Background: an optimization exercise with open tools, aiming at small area. Do not read the settings as production practice.
At most, simulation tests tie the RTL to the original design; equivalence was not proved.
Function not checked in run 1: the RTL went through the layout flow alone.
Power is estimated from default activity; no workload was simulated.

==> flow/design.v <==
module ps_accumulator #(
  parameter int unsigned ARRWIDTH  = 8,
  parameter int unsigned WORDWIDTH = 8,
  parameter int unsigned DEPTH     = 16,
  localparam int unsigned ACCW     = 4 * WORDWIDTH,
  localparam int unsigned VW       = ACCW * ARRWIDTH,
  localparam int unsigned RW       = $clog2(DEPTH)
) (
  input  logic          clk,
  input  logic          reset_n,
  input  logic          clear_i,
  input  logic          in_valid_i,
  output logic          in_ready_o,
  input  logic          in_first_i,
  input  logic          in_last_i,
  input  logic [VW-1:0] ps_in_vec_i,
  output logic          out_valid_o,
  input  logic          out_ready_i,
  output logic [VW-1:0] out_vec_o,
  output logic [RW-1:0] out_row_o,
  output logic [15:0]   tiles_done_o
);
  logic [DEPTH*VW-1:0] acc_q;
  logic [DEPTH-1:0]    used_q, used_d, rd_oh_q, rd_oh_d, rd_sel_q;
  logic [RW-1:0]       wr_ptr_q, wr_ptr_d;
  logic                in_ready_q, in_ready_d, out_valid_q, out_valid_d;
  logic [VW-1:0]       head_vec_q;
  logic [RW-1:0]       head_row_q, tail_row_q, tail_row_d;
  logic [15:0]         tiles_q;
  logic                accept, push, pop, head_load;
  logic [RW-1:0]       rd_ptr, rd_ptr_d;
  logic [VW-1:0]       rd_vec, add_a, sum_vec;
  function automatic logic [ACCW-1:0] bk_add(input logic [ACCW-1:0] a, input logic [ACCW-1:0] b);
    logic [ACCW-1:0] p, g, gg, pp;
    p  = a ^ b;
    g  = a & b;
    gg = g;
    pp = p;
    for (int k = 1; k < int'(ACCW); k = k * 2)
      for (int i = 2*k - 1; i < int'(ACCW); i = i + 2*k) begin
        gg[i] = gg[i] | (pp[i] & gg[i-k]);
        pp[i] = pp[i] & pp[i-k];
      end
    for (int k = int'(ACCW) / 4; k >= 1; k = k / 2)
      for (int i = 3*k - 1; i < int'(ACCW); i = i + 2*k) begin
        gg[i] = gg[i] | (pp[i] & gg[i-k]);
        pp[i] = pp[i] & pp[i-k];
      end
    bk_add = p ^ {gg[ACCW-2:0], 1'b0};
  endfunction
  always_comb begin
    accept    = in_valid_i && in_ready_q;
    push      = accept && in_last_i;
    pop       = out_valid_q && out_ready_i;
    head_load = (push && (!out_valid_q || out_ready_i)) || (pop && !in_ready_q);
    rd_ptr    = in_ready_q ? wr_ptr_q : tail_row_q;
    rd_vec    = '0;
    for (int r = 0; r < int'(DEPTH); r++)
      rd_vec = rd_vec | (acc_q[r*VW +: VW] & {VW{rd_sel_q[r] && !(in_ready_q && in_first_i)}});
    add_a  = ps_in_vec_i & {VW{in_ready_q}};
    for (int l = 0; l < int'(ARRWIDTH); l++)
      sum_vec[l*ACCW +: ACCW] = bk_add(add_a[l*ACCW +: ACCW], rd_vec[l*ACCW +: ACCW]);
  end
  always_comb begin
    wr_ptr_d    = wr_ptr_q;
    in_ready_d  = in_ready_q;
    out_valid_d = out_valid_q;
    tail_row_d  = tail_row_q;
    used_d      = used_q;
    if (clear_i) begin
      wr_ptr_d    = '0;
      in_ready_d  = 1'b1;
      out_valid_d = 1'b0;
    end else begin
      if (accept) begin
        wr_ptr_d = wr_ptr_q + 1'b1;
        used_d   = used_q | rd_oh_q;
      end
      if (push && !pop) begin
        in_ready_d  = !out_valid_q;
        out_valid_d = 1'b1;
      end else if (pop && !push) begin
        in_ready_d  = 1'b1;
        out_valid_d = !in_ready_q;
      end
      if (push && out_valid_q && !out_ready_i) tail_row_d = wr_ptr_q;
    end
    rd_ptr_d = in_ready_d ? wr_ptr_d : tail_row_d;
    for (int r = 0; r < int'(DEPTH); r++) rd_oh_d[r] = (rd_ptr_d == RW'(r));
  end
  for (genvar r = 0; r < int'(DEPTH); r++) begin : g_row
    always_ff @(posedge clk) begin
      if (!clear_i && accept && rd_oh_q[r]) acc_q[r*VW +: VW] <= sum_vec;
    end
  end
  always_ff @(posedge clk) begin
    if (!clear_i && head_load) begin
      head_vec_q <= sum_vec;
      head_row_q <= rd_ptr;
    end
    tail_row_q <= tail_row_d;
  end
  always_ff @(posedge clk or negedge reset_n) begin
    if (!reset_n) begin
      used_q      <= '0;
      rd_oh_q     <= DEPTH'(1);
      rd_sel_q    <= '0;
      wr_ptr_q    <= '0;
      in_ready_q  <= 1'b1;
      out_valid_q <= 1'b0;
      tiles_q     <= '0;
    end else begin
      rd_oh_q     <= rd_oh_d;
      rd_sel_q    <= rd_oh_d & used_d;
      used_q      <= used_d;
      wr_ptr_q    <= wr_ptr_d;
      in_ready_q  <= in_ready_d;
      out_valid_q <= out_valid_d;
      if (clear_i) begin
        tiles_q <= '0;
      end else begin
        if (push && wr_ptr_q == RW'(DEPTH - 1)) tiles_q <= tiles_q + 16'd1;
      end
    end
  end
  assign in_ready_o   = in_ready_q;
  assign out_valid_o  = out_valid_q;
  assign out_vec_o    = head_vec_q;
  assign out_row_o    = head_row_q;
  assign tiles_done_o = tiles_q;
endmodule
==> flow/flow/run.sh <==
#!/bin/bash
# Standard ORFS layout, except: clock tree with small leaf clock buffers in
# tight clusters, strong root and trunk buffers and no dummy loads;
# minimum-size port buffers; and power recovery (gate downsizing) after global
# routing, followed by slew/capacitance repair (flow/post_grt.tcl).
# make's output goes to flow_make.log here; each ORFS step's full log is in
# orfs/logs/.
set -euo pipefail
cd "$(dirname "$0")/.."
bash standard.sh \
  "CTS_ARGS=-sink_clustering_enable -repair_clock_nets -dont_use_dummy_load -sink_buffer_max_cap_derate 1.0 -sink_clustering_size 8 -sink_clustering_max_diameter 40 -buf_list {sky130_fd_sc_hd__clkbuf_4} -root_buf sky130_fd_sc_hd__clkbuf_16 -tree_buf sky130_fd_sc_hd__clkbuf_8" \
  "BUFFER_PORTS_ARGS=-buffer_cell sky130_fd_sc_hd__buf_1" \
  "RECOVER_POWER=100" \
  "POST_GLOBAL_ROUTE_TCL=$PWD/flow/post_grt.tcl" \
  finish > flow_make.log 2>&1
==> flow/flow/post_grt.tcl <==
# After ORFS's power recovery (which downsizes gates off the critical paths),
# repair any slew or capacitance the downsizing broke, re-legalise, and update
# the global routes and guides for the nets that changed.
log_cmd global_route -start_incremental
repair_design_helper
log_cmd detailed_placement
log_cmd global_route -end_incremental
log_cmd estimate_parasitics -global_routing
repair_timing_helper -setup
log_cmd global_route -start_incremental
log_cmd detailed_placement
log_cmd global_route -end_incremental
log_cmd estimate_parasitics -global_routing
report_check_types -max_slew -max_capacitance -violators
report_wns
report_tns
write_guides $::env(RESULTS_DIR)/route.guide
==> flow/standard.sh <==
#!/bin/bash
# synth_recipe.tcl (not shown) runs the flow's synth.tcl, then flattens the netlist and writes it again
# the make line also repeats each setting of config.mk as NAME=value (left out here)
make -C /OpenROAD-flow-scripts/flow DESIGN_CONFIG=/design/flow/config.mk WORK_HOME=/design/flow/orfs CLKGATE_MAP_FILE= SYNTH_SCRIPT=/design/flow/synth_recipe.tcl "${@:-finish}"
==> flow/config.mk <==
export PLATFORM = sky130hd
export DESIGN_NAME = ps_accumulator
export DESIGN_NICKNAME = ps_accumulator
export VERILOG_FILES = /design/flow/design.v
export SDC_FILE = /design/flow/constraint.sdc
export NUM_CORES = 4
export LEC_CHECK = 0
export CAP_MARGIN = 20
export CORE_MARGIN = 2
export CORE_UTILIZATION = 55
export PLACE_DENSITY = 0.65
export SLEW_MARGIN = 20
==> flow/constraint.sdc <==
create_clock -name core_clock -period 6.0 [get_ports {clk}]
set_input_delay 1.2000 -clock core_clock [delete_from_list [all_inputs] [get_ports {clk}]]
set_output_delay 1.2000 -clock core_clock [all_outputs]
set_load 0.01 [all_outputs]
==> results of run 1 <==
==> per-stage QoR <==
stage	setup TNS (ps)	instances	area, um^2
finish	-22560	14930	194600
CTS	-19210	14780	191300
detailed placement	-2514480	14050	183800
global placement	-2511340	14050	183700
floorplan	-840850	8965	167000
==> cell usage after synthesis, types with 16 or more instances <==
library cell | instances | area (um^2)
ha_1 | 234 | 2928
a21oi_1 | 86 | 430.4
nand3_1 | 39 | 195.2
nand2_1 | 273 | 1025
buf_2 | 59 | 295.3
fa_1 | 128 | 2562
nor2b_1 | 25 | 156.4
edfxtp_1 | 4356 | 130800
and3_1 | 19 | 118.9
inv_1 | 155 | 581.8
nor2_1 | 95 | 356.6
dfrtp_1 | 68 | 1702
a22o_1 | 848 | 7427
a22oi_1 | 352 | 2643
o21ai_0 | 37 | 185.2
and2_1 | 248 | 1551
buf_1 | 61 | 229.0
clkbuf_1 | 380 | 1426
or4_1 | 40 | 300.3
a21o_1 | 75 | 563.0
xnor2_1 | 59 | 516.8
a221oi_1 | 854 | 7480
nand2b_1 | 24 | 150.1
xor2_1 | 83 | 727.0
nand4_1 | 224 | 1401
or2_2 | 16 | 100.1
==> logic make-up (layout without fill, tap and decap cells) <==
group | Yosys count | in the layout | share of synthesized area (%)
DFF | 4430 | 4430 | 79.44
other | 0 | 18 | 0
muxes | 9 | 9 | 0.05770
xor gates and xnor gates | 142 | 142 | 0.7449
buffers and inverters | 656 | 2620 | 1.519
and+or+nand+nor | 1025 | 1025 | 3.290
adders and majority gates | 362 | 362 | 3.288
AOI/OAI and AO/OA | 2341 | 2341 | 11.66
==> state kept, by name, summed over array words and instances (netlist names) <==
signal and cells:
out_valid_q 1, in_ready_q 1, tail_row_q 4, head_row_q 4, head_vec_q 256, wr_ptr_q 4
rd_sel_q 16, tiles_q 16, acc_q 4096, rd_oh_q 16, used_q 16
==> layout make-up <==
class / instances / area [um^2] / area share, %
timing repair inverter: 2 / 12.51 / 0.006430
timing repair buffer: 1801 / 16690 / 8.579
tap: 3978 / 4977 / 2.558
sequential: 4430 / 132600 / 68.16
inverter: 156 / 599.3 / 0.3080
clock buffer: 661 / 5405 / 2.778
antenna: 18 / 45.04 / 0.02315
multi-input combinational: 3879 / 34230 / 17.59
==> per-layer routing <==
layer / vias to the layer above / track usage (%) / part of all wire [%]
met5: - / 0 / 0.0076
met4: 6 / 11.88 / 3.9
met3: 983 / 8.380 / 13
met2: 7371 / 52.62 / 46
met1: 52740 / 47.55 / 37
li1: 41200 / - / -
==> critical path: cells and delay by family, from the launching register on <==
kind / cells / cell delay [ps]
compound gates: 10 / 2830
buf+inv: 5 / 810
flops: 1 / 660
xor+xnor: 2 / 260
fa+ha+maj: 3 / 880
simple gates: 4 / 570
==> power groups by stage <==
stage | clock (mW) | sequential [mW] | combinational, mW
2_1_floorplan | 0 | 38.5 | 3.91
3_3_place_gp | 0 | 38.5 | 9.05
3_5_place_dp | 0 | 38.5 | 9.38
4_1_cts | 15.5 | 37.8 | 9.68
6_report | 15.4 | 37.8 | 10.3
==> how the worst min path moves through the flow <==
stage	depth (start not counted)	slack (ps)	endpoint
after floorplan	1	420	used_q[0]
after global placement	1	430	used_q[12]
after detailed placement	1	430	used_q[14]
after CTS	4	420	out_valid_q
final	1	450	used_q[1]
==> summary.txt, run 1 <==
Hold Path Origin used_q[1]; Placer Congestion 0.8544; Post-synth EDFFs 4,356; Pint 46.98 mW; actual slew at the worst max-slew pin 1096 ps; commonest non-fill, non-tap cell in the layout edfxtp_1; worst hold slack 453.0 ps; initial antenna violation count 23; fin. max-slew vios 0; placed wire-length estimate 309.6 mm; sw frac 25.96%; Area Growth Syn to Fin 16.55%; number of distinct library cells after synthesis 58; CP Cell Sequence nand2_8, buf_8, and2_4, buf_12, clkbuf_2, a22o_1, a221oi_2, nand4_1, ha_4, fa_2, a21o_1, nand2_2, o21ai_4, a31oi_4, o311ai_4, a211o_4, a221oi_4, o21ai_4, o41ai_4, buf_4, fa_2, xnor2_2, xnor2_2, buf_6; Fill cells 20,750; largest net degree at the start of global routing 130; reg-to-reg endpoint acc_q[2911]; Syn Nets 9,590; IO Port Bufs 540; Most used DFF post-synth edfxtp_1; final hold viol count 0; max cap viols 0; H-tree levels 6; core area 0.3025 mm^2; CP Data Arrival Time 7150 ps; cell count after synthesis 8,965; Layout Check Fails negative setup slack; DIE HEIGHT 555.0 um; fraction of layout cells with a size suffix above 1 21.13%; Hold Crit Class flip-flop to flip-flop; first-pass GRT wire length 742.4 mm; vias per cell 6.855; outcome finished with violations; Highest Clock Rate 157.9 MHz; Final Cycle Share 105.6%; Sw Pwr 16.47 mW; setup bufs post-CTS 55; Critical R2R Launch in_ready_q; Tot Pwr 63.46 mW; Seq cells post-synth 4,430; yosys warns 1; Critical Path Source in_ready_q; Synth async-reset ratio 1.580%; cts bufs inserted 661; Vias 102,300; Clock power frac 24.2%; peak supply drop 232.9 uV; WL final 539.5 mm; Seq pwr share 59.6%; Nets 11,560; full die area 0.3080 mm^2; Final Skew 116.1 ps; critical path class flip-flop to flip-flop; clock tree sinks 4,430; Row Count 202; most frequent cells in the layout 4,356 x edfxtp_1, 844 x a22o_1, 814 x buf_4; drt wl/cell 36.15 um; Logic pwr share 16.2%; Critical Path End acc_q[2911]; Initial Utilization 55.19%; insertion delay to the later sink of the worst-skew pair 1120 ps; WP data required 6810 ps; Setup WS pre-CTS -2184 ps; vias in the first global route 100,400; leak pwr 66.15 nW; post-CTS sizing 249; residual overflow from global routing 0; Critical Path Max Stage Delay 790 ps; Final ANT Viol Nets 0; sequential share of the synthesized area 79.44%; first-pass detailed-route iteration total 6; Final WS setup -334.8 ps; master of the slowest instance on the critical path o41ai_4; Clock Path Buffers 4; Worst-path clk slew 90 ps; Die W 555.0 um; drt drc 0; Starting DRT DRC Count 14,060; Synth Area per Inst 18.62 um^2; TritonCTS clock tree done; cell depth of the worst flop-to-flop path 24; maximum fanout along the worst path 8; Setup crit start kind flip-flop; Root Buffer clkbuf_16; IO Pins 541; Final Core Density 64.32%; pwr/cell area 326.1 mW/mm^2; hold buffers post-CTS 1; Worst slew margin 26.71%; # setup viols final 156; FF-to-FF setup slack -330 ps; overall routing resource usage 34.03%; Syn Std Cell Area 0.1670 mm^2; Critical Path Sink Type flip-flop; fin crit period 6335 ps
==> run 2: changes to the inputs <==
--- a/flow/design.v
+++ b/flow/design.v
@@ -57,6 +57,7 @@
     rd_vec    = '0;
     for (int r = 0; r < int'(DEPTH); r++)
-      rd_vec = rd_vec | (acc_q[r*VW +: VW] & {VW{rd_sel_q[r] && !(in_ready_q && in_first_i)}});
+      rd_vec = rd_vec | (acc_q[r*VW +: VW] & {VW{rd_sel_q[r]}});
     add_a  = ps_in_vec_i & {VW{in_ready_q}};
+    rd_vec = rd_vec & {VW{!(in_ready_q && in_first_i)}};
     for (int l = 0; l < int'(ARRWIDTH); l++)
       sum_vec[l*ACCW +: ACCW] = bk_add(add_a[l*ACCW +: ACCW], rd_vec[l*ACCW +: ACCW]);
--- a/flow/config.mk
+++ b/flow/config.mk
@@ -9,4 +9,5 @@
 export CORE_MARGIN = 2
 export CORE_UTILIZATION = 55
+export GPL_TIMING_DRIVEN = 0
 export PLACE_DENSITY = 0.65
 export SLEW_MARGIN = 20
==> run 2 against run 1 <==
Net effect: still fails the layout checks on negative setup slack; synthesized cell count up 2.3%; worst hold slack worse by 12 ps; core utilization decreased by 1.5 points; wire length up 26%; critical path depth is 10 lower; combinational power hardly changed; total power is 0.17% higher; sequential cell count did not move; clock skew up 26 ps; global-route usage up 9.3 points; final area fell by 2.1%; non-clock buffer count decreased by 398; critical path type unchanged; critical endpoint is now head_vec_q[136]; largest power group unchanged.
==> summary.txt, run 2 <==
Top Registers acc_q (4096), head_vec_q (256); WL final 681.2 mm; Starting DRT DRC Count 23,100; most frequent cells in the layout 4,356 x edfxtp_1, 750 x clkbuf_4, 686 x a22oi_1; Clock Path Buffers 4; Syn Std Cell Area 0.1680 mm^2; first-pass detailed-route iteration total 9; full die area 0.3098 mm^2; largest net degree at the start of global routing 38; Setup crit start kind flip-flop; Seq cells post-synth 4,430; H-tree levels 6; Die W 556.6 um; Synth Area per Inst 18.31 um^2; leak pwr 61.70 nW; initial antenna violation count 91; post-synth top area share 77.88%; maximum fanout along the worst path 17; max cap viols 0; Post-synth top cells 4,356 x edfxtp_1, 686 x a22oi_1, 684 x a22o_1; Hold Crit Class primary input to flip-flop; Most used DFF post-synth edfxtp_1; cts bufs inserted 664; DIE HEIGHT 556.6 um; Worst slew margin 8.775%; placed cell area 0.1824 mm^2; number of distinct library cells after synthesis 62; synth top area cells edfxtp_1 78%, a22o_1 3.6%, a221oi_1 3.6%, a22oi_1 3.1%, ha_1 1.7%; Placer Congestion 0.9271; largest register by flop count acc_q; Post-synth EDFFs 4,356; most area-hungry cell type in the Yosys netlist edfxtp_1; Final Core Density 62.79%; met2 routed WL 281.4 mm; IO Port Bufs 540; IO Pins 541; drt wl/cell 46.07 um; met3 WL post-DR 118.8 mm; Area Growth Syn to Fin 13.38%; critical path class flip-flop to flip-flop; max reg flops 4,096; Vias 110,000; hold buffers post-CTS 1; placed wire-length estimate 452.5 mm; Root Buffer clkbuf_16; overall routing resource usage 43.33%; Initial Utilization 55.38%; metal1 wirelength 215.0 mm; design area 0.1904 mm^2; # setup viols final 137; drt drc 0; peak supply drop 243.3 uV; Nets 11,360; post-CTS sizing 620; worst hold slack 440.9 ps; pwr/cell area 333.8 mW/mm^2; Final ANT Viol Nets 0; residual overflow from global routing 0; insertion delay to the later sink of the worst-skew pair 1180 ps; Final Skew 142.5 ps; fin. max-slew vios 0; setup bufs post-CTS 29; first-pass GRT wire length 886.7 mm; cell count after synthesis 9,172; Syn Nets 9,797; fin cells 14,780; Highest Clock Rate 161.9 MHz; TritonCTS clock tree done; Synth async-reset ratio 1.580%; CP Data Arrival Time 6850 ps; Layout Check Fails negative setup slack; Final Cycle Share 102.9%; Final WS setup -175.2 ps; final hold viol count 0; vias in the first global route 101,400; DP Cell Count 13,980; count leader, synth edfxtp_1; actual slew at the worst max-slew pin 1367 ps; yosys warns 1; commonest non-fill, non-tap cell in the layout edfxtp_1; outcome finished with violations; fin crit period 6175 ps; Critical Path Sink Type flip-flop; fraction of layout cells with a size suffix above 1 17.56%; sequential share of the synthesized area 78.97%; Worst-path clk slew 80 ps; core area 0.3033 mm^2; vias per cell 7.437; Row Count 202; Max Used Layer met5; WP data required 6680 ps; clock tree sinks 4,430
run 2: worst paths after layout:
check / start / slack (ps) / cells past startpoint / endpoint
max: rd_sel_q[12] / -180 / 14 / head_vec_q[136]
min: in_last_i / 440 / 3 / out_valid_q
max reg2reg: rd_sel_q[12] / -180 / 14 / head_vec_q[136]
min reg2reg: used_q[4] / 460 / 1 / used_q[4]
max in group asynchronous: reset_n / 4120 / 6 / rd_oh_q[0]
min in group asynchronous: reset_n / 570 / 2 / tiles_q[10]
run 2: cell type report:
class                   instances  area [um^2]
diodes                         78        195.2
plain buffers                 507         3558
clock buffers                 664         5428
fillers                     21530       112900
inverters                     173        765.7
multi-input cells            4058        34950
flip-flops and latches       4430       132700
well taps                    3978         4977
repair buffers                896         7901
run 2: cells by family (layout without fill, tap and decap cells):
kind of cell    count (synthesis)  after routing  share of synthesized area, %
mux                            16             16                        0.1013
simple gates                  978            978                         3.268
other cells                     0             78                             0
compound gates               2569           2569                         12.17
flops                        4430           4430                         78.97
fa+ha+maj                     362            362                         3.269
buf+inv                       684           2240                         1.529
xor+xnor                      133            133                        0.6935
run 2: critical path: stages (launching register included):
cell,delay [ps]
dfrtp_1,430
clkbuf_2,310
buf_12,250
buf_2,550
a22o_1,220
a221oi_1,50
a31oi_1,280
ha_4,410
fa_1,320
a211oi_4,90
o21ai_0,350
a21o_1,180
a21oi_1,80
fa_1,1470
inv_1,680
run 2: stage by stage:
stage                     setup TNS (ps)  worst slack, ps  power (mW)
after floorplan                  -615310            -2367       42.69
after global placement                 -            -8448       46.59
after detailed placement        -5749350            -3681       47.26
after CTS                          -4492           -65.94       62.43
final                              -9085           -175.2       63.57
run 2: layer usage:
layer / vias to the layer above / track usage [%]
met2: 11330 / 59.72
met3: 2349 / 16.78
met5: - / 0.07814
met4: 44 / 34.13
met1: 55050 / 54.86
li1: 41190 / -
run 2: report_power, final:
| part | total, mW | leakage (nW) | internal, mW | switching [mW] |
|---|---|---|---|---|
| registers | 37.7 | 40.3 | 37.5 | 0.167 |
| clock network | 15.7 | 3.24 | 5.63 | 10.1 |
| logic | 10.2 | 18.2 | 2.63 | 7.55 |
| total | 63.6 | 61.7 | 45.8 | 17.8 |
==> run 3: changes to the inputs <==
--- a/flow/config.mk
+++ b/flow/config.mk
@@ -9,5 +9,4 @@
 export CORE_MARGIN = 2
 export CORE_UTILIZATION = 55
-export GPL_TIMING_DRIVEN = 0
 export PLACE_DENSITY = 0.65
 export SLEW_MARGIN = 20
==> run 3 against run 2 <==
Net effect: the run now finishes clean; global-route usage down 9.5 points; critical path depth grew 5; combinational power down 17%; synthesized area stayed put; non-clock buffer count is 203 lower; worst hold slack worse by 310 ps; clock power shrank 3%; register-to-register slack improved by 290 ps.
==> summary.txt, run 3 <==
synth top area cells edfxtp_1 78%, a22o_1 3.6%, a221oi_1 3.6%, a22oi_1 3.1%, ha_1 1.7%; first-pass detailed-route iteration total 6; Starting DRT DRC Count 14,390; core area 0.3033 mm^2; largest register by flop count acc_q; final hold viol count 0; critical path class flip-flop to flip-flop; leak pwr 59.89 nW; Seq cells post-synth 4,430; insertion delay to the later sink of the worst-skew pair 1120 ps; Syn Nets 9,797; sequential share of the synthesized area 78.97%; metal1 wirelength 198.6 mm; # setup viols final 0; DIE HEIGHT 556.6 um; Final Core Density 61.29%; number of distinct library cells after synthesis 62; maximum fanout along the worst path 17; drt wl/cell 36.60 um; WP data required 6870 ps; Setup crit start kind flip-flop; Worst-path clk slew 100 ps; Post-synth top cells 4,356 x edfxtp_1, 686 x a22oi_1, 684 x a22o_1; clock tree sinks 4,430; master of the slowest instance on the critical path dfrtp_2; vias per cell 6.959; most area-hungry cell type in the Yosys netlist edfxtp_1; placed wire-length estimate 306.8 mm; Clock Path Buffers 4; overall routing resource usage 33.81%; count leader, synth edfxtp_1; Row Count 202; Pint 45.50 mW; Final Skew 152.2 ps; Final WS setup 117.1 ps; most frequent cells in the layout 4,356 x edfxtp_1, 686 x a22oi_1, 684 x a22o_1; IO Pins 541; Max Used Layer met5; residual overflow from global routing 0; post-synth top area share 77.88%; full die area 0.3098 mm^2; WL final 531.4 mm; actual slew at the worst max-slew pin 1228 ps; max reg flops 4,096; largest net degree at the start of global routing 82; Placer Congestion 0.8964; Die W 556.6 um; peak supply drop 243.2 uV; Setup WS pre-CTS -561.5 ps; cts bufs inserted 663; fin. max-slew vios 0; fraction of layout cells with a size suffix above 1 13.69%; placed cell area 0.1806 mm^2; max cap viols 0; design area 0.1859 mm^2; Synth async-reset ratio 1.580%; fin crit period 5883 ps; TritonCTS clock tree done; Sw Pwr 15.97 mW; Syn Std Cell Area 0.1680 mm^2; Vias 101,000; Initial Utilization 55.38%; Critical R2R Launch rd_sel_q[11]; CP most frequent cell buf_4; initial antenna violation count 19; Area Growth Syn to Fin 10.67%; Seq pwr share 61.4%; first-pass GRT wire length 741.8 mm; Critical Path Source rd_sel_q[11]; vias in the first global route 100,200; Highest Clock Rate 170.0 MHz; IO Port Bufs 540; hold buffers post-CTS 0; commonest non-fill, non-tap cell in the layout edfxtp_1; yosys warns 1; Clock power frac 24.9%; Final ANT Viol Nets 0; drt drc 0; cell count after synthesis 9,172; pwr/cell area 330.7 mW/mm^2; H-tree levels 6; post-CTS sizing 6; Tot Pwr 61.47 mW; met3 WL post-DR 59.43 mm; Logic pwr share 13.7%; Worst slew margin 18.16%; Root Buffer clkbuf_16; Final Cycle Share 98.05%; Synth Area per Inst 18.31 um^2; Top Registers acc_q (4096), head_vec_q (256); Critical Path Sink Type flip-flop; Critical Path Max Stage Delay 760 ps; CP Cell Sequence buf_4, a22oi_1, and3_1, a31oi_1, ha_1, fa_2, a211oi_1, o21ai_0, o2111ai_2, nor4_1, o41ai_1, clkbuf_1, a21oi_1, o41ai_2, buf_4, buf_4, fa_1, xnor2_1, clkbuf_2; met2 routed WL 250.3 mm; Hold Crit Class primary input to asynchronous set/reset pin; outcome finished clean; setup bufs post-CTS 0; Nets 11,150; CP Data Arrival Time 6750 ps; Most used DFF post-synth edfxtp_1; Post-synth EDFFs 4,356; sw frac 25.99%
run 3: cell counts after synthesis:
Identical to the previous run, type by type.
run 3: worst paths after layout:
path                                        end  slack, ps  cells after the start
worst min register to register        used_q[9]        450                      1
worst max register to register  head_vec_q[221]        120                     19
min in group core_clock             out_valid_q        400                      3
worst max-delay path            head_vec_q[221]        120                     19
worst min-delay path                tiles_q[14]        130                      2
max in group asynchronous            rd_oh_q[0]       4850                      4
run 3: cell type report:
cell class | instances | area [um^2]
flip-flops and latches | 4430 | 132700
fillers | 22110 | 117400
multi-input cells | 4058 | 33430
repair buffers | 1200 | 8656
clock buffers | 663 | 5420
well taps | 3978 | 4977
inverters | 173 | 656.9
diodes | 16 | 40.04
run 3: through the flow:
stage | hold WS [ps] | instances | setup TNS (ps)
after floorplan | 421.4 | 9172 | -615310
final | 133.6 | 14520 | 0
after global placement | 432.5 | 13810 | -48650
after CTS | 257.9 | 14470 | 0
after detailed placement | 433.2 | 13810 | -90690
run 3: kinds of logic after synthesis:
family                     share of synthesized area (%)
DFF                                                78.97
AOI/OAI and AO/OA                                  12.17
and+or+nand+nor                                    3.268
xor gates and xnor gates                          0.6935
muxes                                             0.1013
adders and majority gates                          3.269
buffers and inverters                              1.529
run 3: per-layer routing:
layer | GRT usage, % | vias to the layer above
met1 | 46.82 | 52320
li1 | - | 40670
met5 | 0 | -
met3 | 6.052 | 1080
met4 | 13.37 | 6
met2 | 53.68 | 6959
run 3: power by group through the flow:
stage | registers (mW) | clock network, mW | logic (mW)
after floorplan | 38.4 | 0 | 4.30
after global placement | 38.4 | 0 | 7.90
after detailed placement | 38.4 | 0 | 8.24
after CTS | 37.7 | 15.5 | 8.28
final | 37.7 | 15.3 | 8.44
run 3: worst max-delay path: cells and delay by family, from the launching register on:
| kind | cells | cell delay [ps] |
|---|---|---|
| buffers and inverters | 5 | 1290 |
| adders and majority gates | 3 | 1200 |
| AOI/OAI and AO/OA | 8 | 1460 |
| xor gates and xnor gates | 1 | 290 |
| and+or+nand+nor | 2 | 610 |
| DFF | 1 | 760 |
==> run 4: changes to the inputs <==
--- a/flow/flow/run.sh
+++ b/flow/flow/run.sh
@@ -9,5 +9,5 @@
 cd "$(dirname "$0")/.."
 bash standard.sh \
-  "CTS_ARGS=-sink_clustering_enable -repair_clock_nets -dont_use_dummy_load -sink_buffer_max_cap_derate 1.0 -sink_clustering_size 8 -sink_clustering_max_diameter 40 -buf_list {sky130_fd_sc_hd__clkbuf_4} -root_buf sky130_fd_sc_hd__clkbuf_16 -tree_buf sky130_fd_sc_hd__clkbuf_8" \
+  "CTS_ARGS=-sink_clustering_enable -repair_clock_nets -dont_use_dummy_load -sink_buffer_max_cap_derate 1.0 -sink_clustering_size 9 -sink_clustering_max_diameter 45 -buf_list {sky130_fd_sc_hd__clkbuf_4} -root_buf sky130_fd_sc_hd__clkbuf_16 -tree_buf sky130_fd_sc_hd__clkbuf_8" \
   "BUFFER_PORTS_ARGS=-buffer_cell sky130_fd_sc_hd__buf_1" \
   "RECOVER_POWER=100" \
==> run 4 against run 3 <==
Net effect: still clean; wire length is essentially flat; count of clock-buffer cells in the layout fell by 76; clock power is 5% lower.
==> summary.txt, run 4 <==
Syn Nets 9,797; DP Cell Count 13,810; final hold viol count 0; placed cell area 0.1806 mm^2; synth top area cells edfxtp_1 78%, a22o_1 3.6%, a221oi_1 3.6%, a22oi_1 3.1%, ha_1 1.7%; Area Growth Syn to Fin 10.42%; Synth async-reset ratio 1.580%; leak pwr 59.62 nW; fin cells 14,450; Top Registers acc_q (4096), head_vec_q (256); largest net degree at the start of global routing 82; setup bufs post-CTS 0; IO Port Bufs 540; drt drc 0; overall routing resource usage 33.80%; Syn Std Cell Area 0.1680 mm^2; CP Cell Sequence buf_12, clkbuf_1, a22o_1, a221oi_1, a31oi_1, ha_1, fa_1, a21o_1, nand4_1, nand3_1, a211o_1, o21ai_0, clkbuf_1, a31oi_1, a311oi_1, or3_1, fa_1, xor2_2; Vias 100,900; Starting DRT DRC Count 14,380; Hold Crit Class primary input to asynchronous set/reset pin; drt wl/cell 36.74 um; critical path class flip-flop to flip-flop; Post-synth EDFFs 4,356; master of the slowest instance on the critical path dfrtp_1; Post-synth top cells 4,356 x edfxtp_1, 686 x a22oi_1, 684 x a22o_1; sequential share of the synthesized area 78.97%; GR Util met3 6.075%; clock tree sinks 4,430; Critical Path Max Stage Delay 710 ps; maximum fanout along the worst path 26; WP data required 6750 ps; cell count after synthesis 9,172; Root Buffer clkbuf_16; outcome finished clean; initial antenna violation count 23; pwr/cell area 327.4 mW/mm^2; number of distinct library cells after synthesis 62; yosys warns 1; design area 0.1855 mm^2; WL final 531.1 mm; first-pass GRT wire length 740.6 mm; met2 Use GR 53.43%; fin crit period 5858 ps; vias in the first global route 99,330; # setup viols final 0; M1 GR Usage 46.90%; core area 0.3033 mm^2; most area-hungry cell type in the Yosys netlist edfxtp_1; Fill cells 22,140; Worst slew margin 17.44%; residual overflow from global routing 0; Final ANT Viol Nets 0; Initial Utilization 55.38%; cts bufs inserted 587; Final Core Density 61.15%; max reg flops 4,096; peak supply drop 210.2 uV; commonest non-fill, non-tap cell in the layout edfxtp_1; fin. max-slew vios 0; Worst-path clk slew 100 ps; most frequent cells in the layout 4,356 x edfxtp_1, 686 x a22oi_1, 684 x a22o_1; fraction of layout cells with a size suffix above 1 13.09%; Row Count 202; placed wire-length estimate 306.8 mm; Clock Path Buffers 4; Placer Congestion 0.8964; first-pass detailed-route iteration total 6; IO Pins 541; Die W 556.6 um; CP Data Arrival Time 6610 ps; Final Cycle Share 97.64%; Tot Pwr 60.71 mW; Seq cells post-synth 4,430; post-CTS sizing 5; hold buffers post-CTS 0; Final Skew 129.6 ps; insertion delay to the later sink of the worst-skew pair 1120 ps; post-synth top area share 77.88%; Setup crit start kind flip-flop; largest register by flop count acc_q; max cap viols 0; Synth Area per Inst 18.31 um^2; full die area 0.3098 mm^2; vias per cell 6.979; H-tree levels 6; DIE HEIGHT 556.6 um; TritonCTS clock tree done; Most used DFF post-synth edfxtp_1; actual slew at the worst max-slew pin 1238 ps; layer with the highest usage met2; Highest Clock Rate 170.7 MHz; count leader, synth edfxtp_1; Critical Path Sink Type flip-flop; Nets 11,080
[run 4: per-stage QoR]
stage	hold WS, ps	setup WS [ps]	setup TNS [ps]
floorplan	421.4	-2367	-615310
finish	91.68	141.6	0
CTS	282.7	54.96	0
detailed placement	433.2	-561.5	-90690
global placement	432.5	-438.0	-48650
[run 4: cells by family after synthesis]
group / synth area share, %
compound gates: 12.17
xor+xnor: 0.6935
fa+ha+maj: 3.269
buf+inv: 1.529
flops: 78.97
mux: 0.1013
simple gates: 3.268
[run 4: worst paths after layout]
check                        startpoint     endpoint  slack [ps]  cells after the start
setup / recovery           rd_sel_q[13]   acc_q[543]         140                     18
hold / removal                  reset_n  tiles_q[14]          90                      2
setup reg to reg           rd_sel_q[13]   acc_q[543]         140                     18
hold reg to reg               used_q[7]    used_q[7]         460                      1
max in group asynchronous       reset_n  rd_sel_q[4]        5210                      3
min in group core_clock       in_last_i  out_valid_q         440                      3
[run 4: area by class of cell]
| cell class | instances | area, um^2 | area share (%) |
|---|---|---|---|
| Antenna cell | 19 | 47.55 | 0.02564 |
| Clock buffer | 587 | 4850 | 2.615 |
| Inverter | 173 | 653.1 | 0.3522 |
| Multi-Input combinational cell | 4058 | 33430 | 18.02 |
| Sequential cell | 4430 | 132700 | 71.55 |
| Tap cell | 3978 | 4977 | 2.684 |
| Timing Repair Buffer | 1209 | 8808 | 4.749 |
[run 4: critical path, delay by kind of cell, from the launching register on]
kind | cells | cell delay (ps)
AO/OA/AOI/OAI | 8 | 1350
adder cells (fa/ha/maj) | 3 | 1140
XOR/XNOR | 1 | 580
buffers and inverters | 3 | 920
flip-flops | 1 | 710
AND/OR/NAND/NOR | 3 | 770
[run 4: metal layers]
| metal | part of all wire, % | vias to the layer above |
|---|---|---|
| met4 | 4.3 | 8 |
| li1 | - | 40550 |
| met2 | 47 | 6856 |
| met3 | 11 | 1026 |
| met1 | 37 | 52450 |
| met5 | 0.011 | - |
[run 4: report_power, final]
group / leakage [nW] / internal [mW] / switching [mW]
logic: 16.5 / 2.32 / 6.06
registers: 40.3 / 37.5 / 0.218
clock network: 2.88 / 5.05 / 9.53
==> run 5: changes to the inputs <==
--- a/flow/config.mk
+++ b/flow/config.mk
@@ -6,7 +6,8 @@
 export NUM_CORES = 4
 export LEC_CHECK = 0
-export CAP_MARGIN = 20
+export CAP_MARGIN = 10
 export CORE_MARGIN = 2
 export CORE_UTILIZATION = 55
 export PLACE_DENSITY = 0.65
-export SLEW_MARGIN = 20
+export SETUP_SLACK_MARGIN = 0.15
+export SLEW_MARGIN = 10
==> run 5 against run 4 <==
Net effect: still clean on timing, DRC and antenna; wire length about the same; maximum frequency is 2.1% higher; via count is 0.26% lower; combinational power grew 1%; non-clock buffer count fell by 12; global-route usage is essentially flat; core utilization about the same; highest routed layer unchanged.
==> summary.txt, run 5 <==
insertion delay to the later sink of the worst-skew pair 1110 ps; drt wl/cell 36.75 um; Final WS setup 264.1 ps; fraction of layout cells with a size suffix above 1 12.96%; clock tree sinks 4,430; final hold viol count 0; Worst slew margin 9.996%; sw frac 26.07%; Final ANT Viol Nets 0; fin. max-slew vios 0; worst hold slack 97.31 ps; cell depth of the worst flop-to-flop path 20; initial antenna violation count 27; cell count after synthesis 9,172; Pint 44.95 mW; Top Registers acc_q (4096), head_vec_q (256); reg-to-reg endpoint acc_q[733]; full die area 0.3098 mm^2; Seq pwr share 62.1%; core area 0.3033 mm^2; Most used DFF post-synth edfxtp_1; placed cell area 0.1805 mm^2; first-pass detailed-route iteration total 6; Synth Area per Inst 18.31 um^2; WL final 530.7 mm; fin cells 14,440; hold buffers post-CTS 0; Sw Pwr 15.85 mW; post-synth top area share 77.88%; Final Skew 156.1 ps; IO Port Bufs 540; Hold Crit Class primary input to asynchronous set/reset pin; actual slew at the worst max-slew pin 1350 ps; leak pwr 59.48 nW; Clock power frac 24.0%; post-CTS sizing 13; critical path class flip-flop to flip-flop; most frequent cells in the layout 4,356 x edfxtp_1, 686 x a22oi_1, 684 x a22o_1; Critical Path Source rd_sel_q[6]; sequential share of the synthesized area 78.97%; Setup WS pre-CTS -512.8 ps; Clock Path Buffers 4; overall routing resource usage 33.76%; Critical Path Sink Type flip-flop; IO Pins 541; number of distinct library cells after synthesis 62; Critical R2R Launch rd_sel_q[6]; # setup viols final 0; Die W 556.6 um; vias in the first global route 99,000; Setup crit start kind flip-flop; Placer Congestion 0.8964; first-pass GRT wire length 740.1 mm; Syn Nets 9,797; largest register by flop count acc_q; Post-synth EDFFs 4,356; synth top area cells edfxtp_1 78%, a22o_1 3.6%, a221oi_1 3.6%, a22oi_1 3.1%, ha_1 1.7%; FF-to-FF setup slack 260 ps; design area 0.1853 mm^2; Area Growth Syn to Fin 10.33%; peak supply drop 211.9 uV; setup bufs post-CTS 0; drt drc 0; max cap viols 0; Seq cells post-synth 4,430; most area-hungry cell type in the Yosys netlist edfxtp_1; Fill cells 22,120; vias per cell 6.967; WP data required 6880 ps; max reg flops 4,096; DIE HEIGHT 556.6 um; Final Cycle Share 95.60%; yosys warns 1; Starting DRT DRC Count 14,480; residual overflow from global routing 0; Vias 100,600; cts bufs inserted 586; outcome finished clean; fin crit period 5736 ps; DP Cell Count 13,810; maximum fanout along the worst path 40; Nets 11,070; Worst-path clk slew 100 ps; Row Count 202; Initial Utilization 55.38%; TritonCTS clock tree done; Highest Clock Rate 174.3 MHz; CP Data Arrival Time 6620 ps; Syn Std Cell Area 0.1680 mm^2; commonest non-fill, non-tap cell in the layout edfxtp_1; placed wire-length estimate 305.7 mm; count leader, synth edfxtp_1; Root Buffer clkbuf_16; Logic pwr share 13.9%; largest net degree at the start of global routing 82; pwr/cell area 328.1 mW/mm^2; Synth async-reset ratio 1.580%; H-tree levels 6; Post-synth top cells 4,356 x edfxtp_1, 686 x a22oi_1, 684 x a22o_1
## run 5: cell counts after synthesis
No cell type changed its count.
## run 5: worst max-delay path by stage
stage | to | cells after the start
2_1_floorplan | head_row_q[0] | 2
3_3_place_gp | acc_q[2975] | 17
3_5_place_dp | acc_q[2287] | 19
4_1_cts | head_vec_q[254] | 19
6_report | acc_q[733] | 20
## run 5: cells by family (layout without fill, tap and decap cells)
logic type               Yosys count  after routing  synth area share, %
other                              0             18                    0
buffers and inverters            684           1957                1.529
multiplexers                      16             16               0.1013
flip-flops                      4430           4430                78.97
AND/OR/NAND/NOR                  978            978                3.268
XOR/XNOR                         133            133               0.6935
AO/OA/AOI/OAI                   2569           2569                12.17
adder cells (fa/ha/maj)          362            362                3.269
## run 5: final cells by class
cell class	count	area, um^2	share of cell area (%)
timing repair inverter	1	7.507	0.004051
inverter	173	671.9	0.3626
tap	3978	4977	2.686
timing repair buffer	1197	8666	4.676
antenna	18	45.04	0.02431
clock buffer	586	4842	2.613
multi-input combinational	4058	33410	18.03
sequential	4430	132700	71.60
## run 5: power by group through the flow
| stage | Sequential [mW] | Combinational (mW) | Clock (mW) |
|---|---|---|---|
| 6_report | 37.7 | 8.47 | 14.6 |
| 3_3_place_gp | 38.4 | 7.90 | 0 |
| 4_1_cts | 37.7 | 8.25 | 14.7 |
| 2_1_floorplan | 38.4 | 4.30 | 0 |
| 3_5_place_dp | 38.4 | 8.19 | 0 |
## run 5: worst max-delay path, cell delays in order (launching register included)
cell	delay [ps]
dfrtp_4	640
buf_12	170
buf_12	210
buf_12	320
a22o_1	210
a221oi_1	50
a31oi_1	480
ha_1	230
o211ai_1	100
o21ai_0	310
o2111ai_2	230
nor4_1	410
o41ai_2	100
buf_4	150
a21oi_1	290
o41ai_2	110
buf_4	160
clkbuf_4	140
fa_1	420
xnor2_1	290
buf_2	370
## run 5: through the flow
stage / utilization (%) / power (mW) / setup TNS, ps
3_3_place_gp: 59.50 / 46.32 / -48650
6_report: 61.10 / 60.80 / 0
3_5_place_dp: 59.51 / 46.64 / -92440
4_1_cts: 61.13 / 60.71 / 0
2_1_floorplan: - / 42.69 / -615310
## run 5: layer usage
| layer | wire (um) | track usage (%) | vias up | share of wire, % |
|---|---|---|---|---|
| li1 | - | - | 40530 | - |
| met1 | 199000 | 47.16 | 52180 | 37 |
| met2 | 249500 | 53.48 | 6815 | 47 |
| met3 | 58900 | 5.752 | 1087 | 11 |
| met4 | 23360 | 13.12 | 4 | 4.4 |
| met5 | 15 | 0 | - | 0.0028 |
==> run 6: changes to the inputs <==
--- a/flow/config.mk
+++ b/flow/config.mk
@@ -11,3 +11,3 @@
 export PLACE_DENSITY = 0.65
 export SETUP_SLACK_MARGIN = 0.15
-export SLEW_MARGIN = 10
+export SLEW_MARGIN = 5
==> run 6 against run 5 <==
Net effect: critical endpoint is now acc_q[1771]; non-clock buffer count increased by 27; worst setup slack got worse by 23 ps; total power hardly changed; synthesized cell count stayed put; via count about the same; synthesized area unchanged; global-route usage barely moved.
==> summary.txt, run 6 <==
Final Cycle Share 95.98%; count leader, synth edfxtp_1; maximum fanout along the worst path 17; Clock Path Buffers 4; clock tree sinks 4,430; Placer Congestion 0.8964; number of distinct library cells after synthesis 62; max cap viols 0; Final Skew 156.2 ps; cell count after synthesis 9,172; yosys warns 1; CP Buf/Inv Count 5; Post-synth top cells 4,356 x edfxtp_1, 686 x a22oi_1, 684 x a22o_1; Fill cells 22,050; outcome finished clean; residual overflow from global routing 0; worst hold slack 47.02 ps; Initial Utilization 55.38%; FF+latch area 0.1327 mm^2; Row Count 202; WP data required 6660 ps; hold buffers post-CTS 0; CP top delay family compound AO/OA/AOI/OAI gates; CP most frequent cell buf_4; Top Registers acc_q (4096), head_vec_q (256); drt drc 0; TritonCTS clock tree done; Die W 556.6 um; DP Cell Count 13,810; Hold Crit Class primary input to asynchronous set/reset pin; synth top area cells edfxtp_1 78%, a22o_1 3.6%, a221oi_1 3.6%, a22oi_1 3.1%, ha_1 1.7%; Final Core Density 61.21%; H-tree levels 6; vias in the first global route 98,890; sequential share of the synthesized area 78.97%; drt wl/cell 36.62 um; largest register by flop count acc_q; initial antenna violation count 23; insertion delay to the later sink of the worst-skew pair 1120 ps; vias per cell 6.953; Seq cells post-synth 4,430; fin cells 14,470; most area-hungry cell type in the Yosys netlist edfxtp_1; Root Buffer clkbuf_16; largest net degree at the start of global routing 82; fin crit period 5759 ps; Clock power frac 24.0%; fraction of layout cells with a size suffix above 1 13.01%; Setup crit start kind flip-flop; IO Pins 541; Worst slew margin 10.27%; Most used DFF post-synth edfxtp_1; Post-synth EDFFs 4,356; Seq pwr share 62.0%; WL final 529.8 mm; overall routing resource usage 33.76%; setup bufs post-CTS 0; core area 0.3033 mm^2; placed wire-length estimate 305.7 mm; Final ANT Viol Nets 0; Area Growth Syn to Fin 10.53%; cts bufs inserted 587; post-CTS sizing 18; Tot Pwr 60.86 mW; leak pwr 59.62 nW; critical path class flip-flop to flip-flop; Syn Std Cell Area 0.1680 mm^2; Vias 100,600; CP Cell Sequence clkbuf_1, a22o_1, a221oi_1, buf_4, a31oi_1, ha_1, fa_1, a211oi_1, o21ai_1, buf_12, o2111ai_2, buf_4, nand2_1, buf_4, fa_1, xor2_1; pwr/cell area 327.8 mW/mm^2; Syn Nets 9,797; Pint 45.02 mW; Sw Pwr 15.84 mW; IO Port Bufs 540; Synth Area per Inst 18.31 um^2; Logic pwr share 14.0%; commonest non-fill, non-tap cell in the layout edfxtp_1; max reg flops 4,096; most frequent cells in the layout 4,356 x edfxtp_1, 686 x a22oi_1, 684 x a22o_1; Starting DRT DRC Count 14,440; post-synth top area share 77.88%; Critical Path Max Stage Delay 960 ps; sw frac 26.03%; master of the slowest instance on the critical path xor2_1; final hold viol count 0; Highest Clock Rate 173.6 MHz; Critical Path Sink Type flip-flop; CP Data Arrival Time 6420 ps; # setup viols final 0; Synth async-reset ratio 1.580%; DIE HEIGHT 556.6 um; fin. max-slew vios 0; multi-input logic area 0.03329 mm^2; peak supply drop 228.0 uV; first-pass detailed-route iteration total 6; full die area 0.3098 mm^2; Worst-path clk slew 100 ps; actual slew at the worst max-slew pin 1346 ps; Nets 11,100; first-pass GRT wire length 739.9 mm
run 6: cell count changes in the layout (fill, tap and decap cells not counted), sizes merged:
cell and delta:
diode -3, clkinvlp -1, buf +50, clkbuf -22
run 6: logic make-up (layout without fill, tap and decap cells):
| logic type | count (synthesis) | in the layout | synth area share [%] |
|---|---|---|---|
| other | 0 | 15 | 0 |
| xor gates and xnor gates | 133 | 133 | 0.6935 |
| DFF | 4430 | 4430 | 78.97 |
| and+or+nand+nor | 978 | 978 | 3.268 |
| adders and majority gates | 362 | 362 | 3.269 |
| muxes | 16 | 16 | 0.1013 |
| buffers and inverters | 684 | 1984 | 1.529 |
| AOI/OAI and AO/OA | 2569 | 2569 | 12.17 |
run 6: final timing paths:
check                              end  depth (start not counted)  slack [ps]         from
setup reg to reg           acc_q[1771]                         16         240  rd_sel_q[5]
hold / removal              tiles_q[1]                          2          50      reset_n
max in group asynchronous  rd_sel_q[8]                          3        5260      reset_n
setup / recovery           acc_q[1771]                         16         240  rd_sel_q[5]
hold reg to reg              used_q[9]                          1         460    used_q[9]
min in group core_clock    out_valid_q                          3         400    in_last_i
run 6: cell type report:
type	instances	area share, %
Timing Repair Buffer	1224	4.919
Tap cell	3978	2.681
Inverter	173	0.3619
Multi-Input combinational cell	4058	17.93
Sequential cell	4430	71.48
Clock buffer	587	2.612
Antenna cell	15	0.02022
run 6: power groups by stage:
stage / Combinational (mW) / Sequential, mW / Clock, mW
after detailed placement: 8.20 / 38.4 / 0
after floorplan: 4.30 / 38.4 / 0
after CTS: 8.28 / 37.7 / 14.8
final: 8.52 / 37.7 / 14.6
after global placement: 7.90 / 38.4 / 0
run 6: metal layers:
layer	GRT usage (%)	up-vias	share of wire (%)
li1	-	40570	-
met1	46.74	52020	37
met2	53.46	6893	47
met3	6.065	1086	11
met4	13.64	8	4.5
met5	0	-	0.0089
run 6: per-stage QoR:
| step | setup WS, ps | setup TNS, ps | cell area [um^2] |
|---|---|---|---|
| final | 241.2 | 0 | 185700 |
| after detailed placement | -579.1 | -108260 | 180500 |
| after floorplan | -2367 | -615310 | 168000 |
| after global placement | -438.0 | -48650 | 180500 |
| after CTS | 153.5 | 0 | 185500 |

what the ideal ports hide:
How much do the figures lean on ideal ports? The routed layouts below were timed once more, with nothing changed but the port constraints. Step 1, drivers: a clkbuf_16 drives clk and a buf_2 each remaining input, both assumed. Step 2 times the ports against the registers' clock, not the clock port: input delays grow and output delays shrink by t, the midpoint of the rising clock arrivals with the driver on. Slacks: ideal / step 1 / step 2; pairs: ideal / step 1.
run	t (ns)	slack for setup (ns)	worst hold slack (ns)	worst setup path at the end	worst slew at a driven data input, ns
run 1	1.179	-0.335 / -0.335 / -1.286	0.453 / 0.384 / 0.453	input to register	0.08
run 2	1.219	-0.175 / -0.175 / -1.021	0.441 / 0.348 / 0.457	input to register	0.11
run 3	1.159	0.117 / 0.117 / -0.364	0.134 / 0.043 / 0.449	input to register	0.31
run 4	1.175	0.142 / 0.142 / -0.436	0.092 / 0.005 / 0.456	input to register	0.31
run 5	1.136	0.264 / 0.264 / -0.199	0.097 / 0.018 / 0.460	input to register	0.32
run 6	1.165	0.241 / 0.241 / -0.239	0.047 / -0.046 / 0.460	input to register	0.31
Met with ideal ports but missed after step 2: setup timing in run 3, run 4, run 5 and run 6. For run 1, which loses most, drivers alone change the setup slack by 0.000 ns; drivers and shift together by -0.951 ns.
